This is an optimization exercise on Yosys and OpenROAD, whose aim is small area, a short achievable clock period and few clock cycles, not a production implementation. At most, simulation tests tie the RTL to the original design; equivalence was not proved.

== v6 ==
// fp32_mac_core
module fp32_mac_core #(
   parameter logic [31:0] CANON_NAN = 32'h7FC00000
) (
   input  logic        CLK_I,
   input  logic        RSTL_I,
   input  logic        IN_VALID_I,
   input  logic [95:0] IN_DATA_I,
   output logic        IN_READY_O,
   output logic        OUT_VALID_O,
   input  logic        OUT_READY_I,
   output logic [31:0] OUT_DATA_O,
   output logic        OVERRUN_O
);
Size: roughly 3700 cells after synthesis, ~490 flip-flops, roughly 37000 sq um of cells after synthesis.
==> flow/config.mk <==
export PLATFORM = sky130hd
export DESIGN_NAME = fp32_mac_core
export DESIGN_NICKNAME = fp32_mac_core
export VERILOG_FILES = /design/flow/design.v
export SDC_FILE = /design/flow/constraint.sdc
export NUM_CORES = 4
export LEC_CHECK = 0
export CAP_MARGIN = 20
export CORE_MARGIN = 2
export CORE_UTILIZATION = 40
export CTS_BUF_LIST = sky130_fd_sc_hd__clkbuf_8
export CTS_CLUSTER_DIAMETER = 80
export CTS_CLUSTER_SIZE = 14
export SLEW_MARGIN = 20
==> flow/constraint.sdc <==
create_clock -name core_clock -period 10.0 [get_ports {CLK_I}]
set_input_delay 2.0000 -clock core_clock [delete_from_list [all_inputs] [get_ports {CLK_I}]]
set_output_delay 2.0000 -clock core_clock [all_outputs]
set_load 0.01 [all_outputs]
standard.sh (not shown) runs the stock make flow with config.mk's settings and CLKGATE_MAP_FILE= SYNTH_SCRIPT=/design/flow/synth_recipe.tcl, a recipe that flattens the netlist after the stock synthesis.
==> flow/flow/run.sh <==
#!/bin/bash
# The standard layout (standard.sh: the standard synthesis and ORFS flow, unchanged), with
#  - a tighter setup target for the timing repair steps: repair_timing works until the setup
#    slack at the fixed 10 ns clock is at least SETUP_SLACK_MARGIN (flow/margin.txt);
#  - the smallest buffer cell for the port buffers (every port still gets its buffer; repair
#    may resize them).
set -euo pipefail
MARGIN=$(cat flow/margin.txt)
bash standard.sh SETUP_SLACK_MARGIN=$MARGIN "BUFFER_PORTS_ARGS=-buffer_cell sky130_fd_sc_hd__buf_1" finish > standard_flow.log 2>&1
==> flow/flow/margin.txt <==
6.3
What v7 does differently from v6 at the input level:
--- a/flow/design.v
+++ b/flow/design.v
@@ -393,42 +393,39 @@
             kind_m = K_ZERO; ksign_m = c[31];
          end else
             kill_m = 1'b1;
       end
    end
    logic [14:0] sk_m;        
-   logic [2:0]  dp_m, dz_m;
-   logic [9:0]  base_m;      
+   logic [2:0] dp_m, dz_m;
    always_comb begin
       for (int k = 0; k < 3; k++) begin
          logic [10:0] d, m;
          d = t_m - 11'(k);
          m = d[10] ? (11'd0 - d) : d;
          sk_m[5*k +: 5] = (m > 11'd31) ? 5'd31 : m[4:0];
          dp_m[k] = ~d[10] & (d != 11'd0);
          dz_m[k] = (d == 11'd0);
       end
-      for (int k = 0; k < 2; k++)
-         base_m[5*k +: 5] = dp_m[k] ? sk_m[5*(k+1) +: 5] : sk_m[5*k +: 5];
    end
    logic [34:0] s2, c2;
    logic        cy2, st2;
    logic [9:0]  ep2;
-   logic [9:0]  base2;
+   logic [14:0] sk2;
    logic [2:0]  dp2, dz2;
    logic        ps2;
    logic [31:0] cc2;
    logic [1:0]  kind2;
    logic        ks2, kill2;
    always_ff @(posedge CLK_I) begin
       s2    <= ts[34:0];
       c2    <= tc[34:0];
       cy2   <= lo13_c;
       st2   <= |lo13;
       ep2   <= ep_m;
-      base2 <= base_m;
+      sk2   <= sk_m;
       dp2   <= dp_m;
       dz2   <= dz_m;
       ps2   <= mul_sign;
       cc2   <= c;
       kind2 <= kind_m;
       ks2   <= ksign_m;
@@ -485,32 +482,32 @@
    end
    assign r1     = q[33:11] ^ (ta1[22:0] & {23{inc1}});
    assign r0     = q[32:10] ^ (ta0[22:0] & {23{inc0}});
    assign pr_r   = q[34] ? r1 : r0;
    assign pr_ovf = q[34] ? (inc1 & ta1[23] & hh[34]) : (inc0 & ta0[23] & hh[33]);
    assign rm = {1'b1, pr_r};
-   logic [4:0] base;
+   logic [4:0] sha, shb;
    logic       dpa, dpb, dza, dzb;
    always_comb begin
       if (q[34]) begin
-         base = base2[9:5]; dpa = dp2[1]; dza = dz2[1];
-         dpb = dp2[2]; dzb = dz2[2];
+         sha = sk2[9:5];   dpa = dp2[1]; dza = dz2[1];
+         shb = sk2[14:10]; dpb = dp2[2]; dzb = dz2[2];
       end else begin
-         base = base2[4:0]; dpa = dp2[0]; dza = dz2[0];
-         dpb = dp2[1]; dzb = dz2[1];
+         sha = sk2[4:0];   dpa = dp2[0]; dza = dz2[0];
+         shb = sk2[9:5];   dpb = dp2[1]; dzb = dz2[1];
       end
    end
    logic [23:0] rm3;
    logic [9:0]  ep3;
    logic        n3, ovf3;
    logic        ps3;
    logic [31:0] cc3;
    logic [1:0]  kind3;
    logic        ks3, kill3;
    logic        dpa3, dpb3, dza3, dzb3;
-   logic [4:0]  base3;
+   logic [4:0]  sha3, shb3;
    always_ff @(posedge CLK_I) begin
       if (en3) begin
          rm3    <= rm;
          ep3    <= ep2;
          n3     <= q[34];
          ovf3   <= pr_ovf;
@@ -520,44 +517,43 @@
          ks3    <= ks2;
          kill3  <= kill2;
          dpa3   <= dpa;
          dpb3   <= dpb;
          dza3   <= dza;
          dzb3   <= dzb;
-         base3  <= base;
+         sha3   <= sha;
+         shb3   <= shb;
       end
    end
    logic [23:0] c_man, sm_in, lg_m;
    logic        c_nz, c_gt, c_bigger, sm_ok;
    logic [26:0] al_x, al_sh, al_mask, al_small;
    logic        al_st;
    logic [24:0] cmp_d;
    logic        cmp_co;
    logic       dpos3, dzero3;
-   logic       extra;
+   logic [4:0] sh3;
    logic [9:0] re3;
    assign dpos3  = ovf3 ? dpb3 : dpa3;
    assign dzero3 = ovf3 ? dzb3 : dza3;
-   assign extra  = dpa3 ^ ovf3;
+   assign sh3    = ovf3 ? shb3 : sha3;
    assign re3    = ep3 + {9'd0, n3} + {9'd0, ovf3};
    assign c_nz  = (cc3[30:23] != 8'h00);
    assign c_man = {c_nz, cc3[22:0]};
    ks_add #(24, 5) u_cmp (.a(rm3), .b(~c_man), .ci(1'b1), .s(cmp_d[23:0]), .co(cmp_co));
    assign c_gt     = ~cmp_co;
    assign c_bigger = kill3 | (c_nz & (dpos3 | (dzero3 & c_gt)));
    assign sm_ok    = c_nz & ~kill3;
-   assign sm_in   = (dpa3 ? rm3 : c_man) & {24{sm_ok}};
+   assign sm_in   = (dpos3 ? rm3 : c_man) & {24{sm_ok}};
    assign al_x    = {sm_in, 3'b000};
-   assign al_sh   = al_x >> base3;
-   assign al_mask = ~(27'h7FFFFFF << base3);
+   assign al_sh   = al_x >> sh3;
+   assign al_mask = ~(27'h7FFFFFF << sh3);
    assign al_st   = |(al_x & al_mask);
    always_comb begin
-      if (dzero3)
-         al_small = (c_gt & sm_ok) ? {rm3, 3'b000} : {c_man & {24{sm_ok}}, 3'b000};
-      else if (extra)
-         al_small = {1'b0, al_sh[26:2], al_sh[1] | al_sh[0] | al_st};
+      if (dzero3 & c_gt & sm_ok)
+         al_small = {rm3, 3'b000};
       else
          al_small = {al_sh[26:1], al_sh[0] | al_st};
    end
    assign lg_m = c_bigger ? c_man : rm3;
    logic [23:0] lg4;
    logic [26:0] sm4;
Sort v7 and v6 by number of sequential cells in the layout desc -> top: v7. | final area | v7 vs v6 | about 2% lower |. Of the two values seen for startpoint of the most critical setup path, cc3[22] was produced by v7 and lz5[0] by v6. Against v6, v7 reports a number of cells in the design after placement that is lower. Delta (v7 minus v6): sequential share of layout area went up, share of the final layout cell area in multi-input gates went down, met1 track demand over resource went down, maximum frequency went up, number of ordinary and repair buffers in the finished layout went down. Compared to v6, v7 has final weighted congestion in routability-driven placement 0.50% lower. v7: final period demand of the worst path 0.022 ns below v6. Looking only at count of flip-flops with a built-in enable after synthesis, and setting everything else aside, the higher value of v7 and v6 goes to v7. NOTE clock-buffer cell count v6->v7 decreased by a few percent.
Testbench counts of v7, summed over its fixed seeds: cycles 4,848.
Function not checked in v6: the RTL went through the layout flow alone.

[re-timing with driven ports]
Ports are ideal in the flow. The routed layouts listed here were re-timed in OpenROAD. Step 1 (the two cells are an assumption about what drives the block):
set clk [get_ports {CLK_I}]
set_driving_cell -lib_cell sky130_fd_sc_hd__clkbuf_16 $clk
set_driving_cell -lib_cell sky130_fd_sc_hd__buf_2 [delete_from_list [all_inputs] $clk]
Step 2 also shifts input and output timing later by t, the mid clock arrival at the registers, as if the neighbouring blocks saw the same clock. Slacks: ideal ports / drivers / drivers and shift; pairs: ideal ports / drivers.
| run | shift t [ns] | setup WS [ns] | hold slack, ns | latest minus earliest clock arrival (ns) | pins driven straight from the clock port |
|---|---|---|---|---|---|
| v6 | 0.756 | 6.357 / 6.355 / 6.145 | 0.373 / 0.373 / 0.373 | 0.052 / 0.052 | 1 |
| v7 | 0.761 | 6.380 / 6.380 / 6.380 | 0.365 / 0.365 / 0.365 | 0.042 / 0.042 | 1 |
After both steps every run listed still meets setup and hold. The setup slack of v6, which loses most, moves by -0.002 ns with the drivers and by -0.212 ns with both steps.
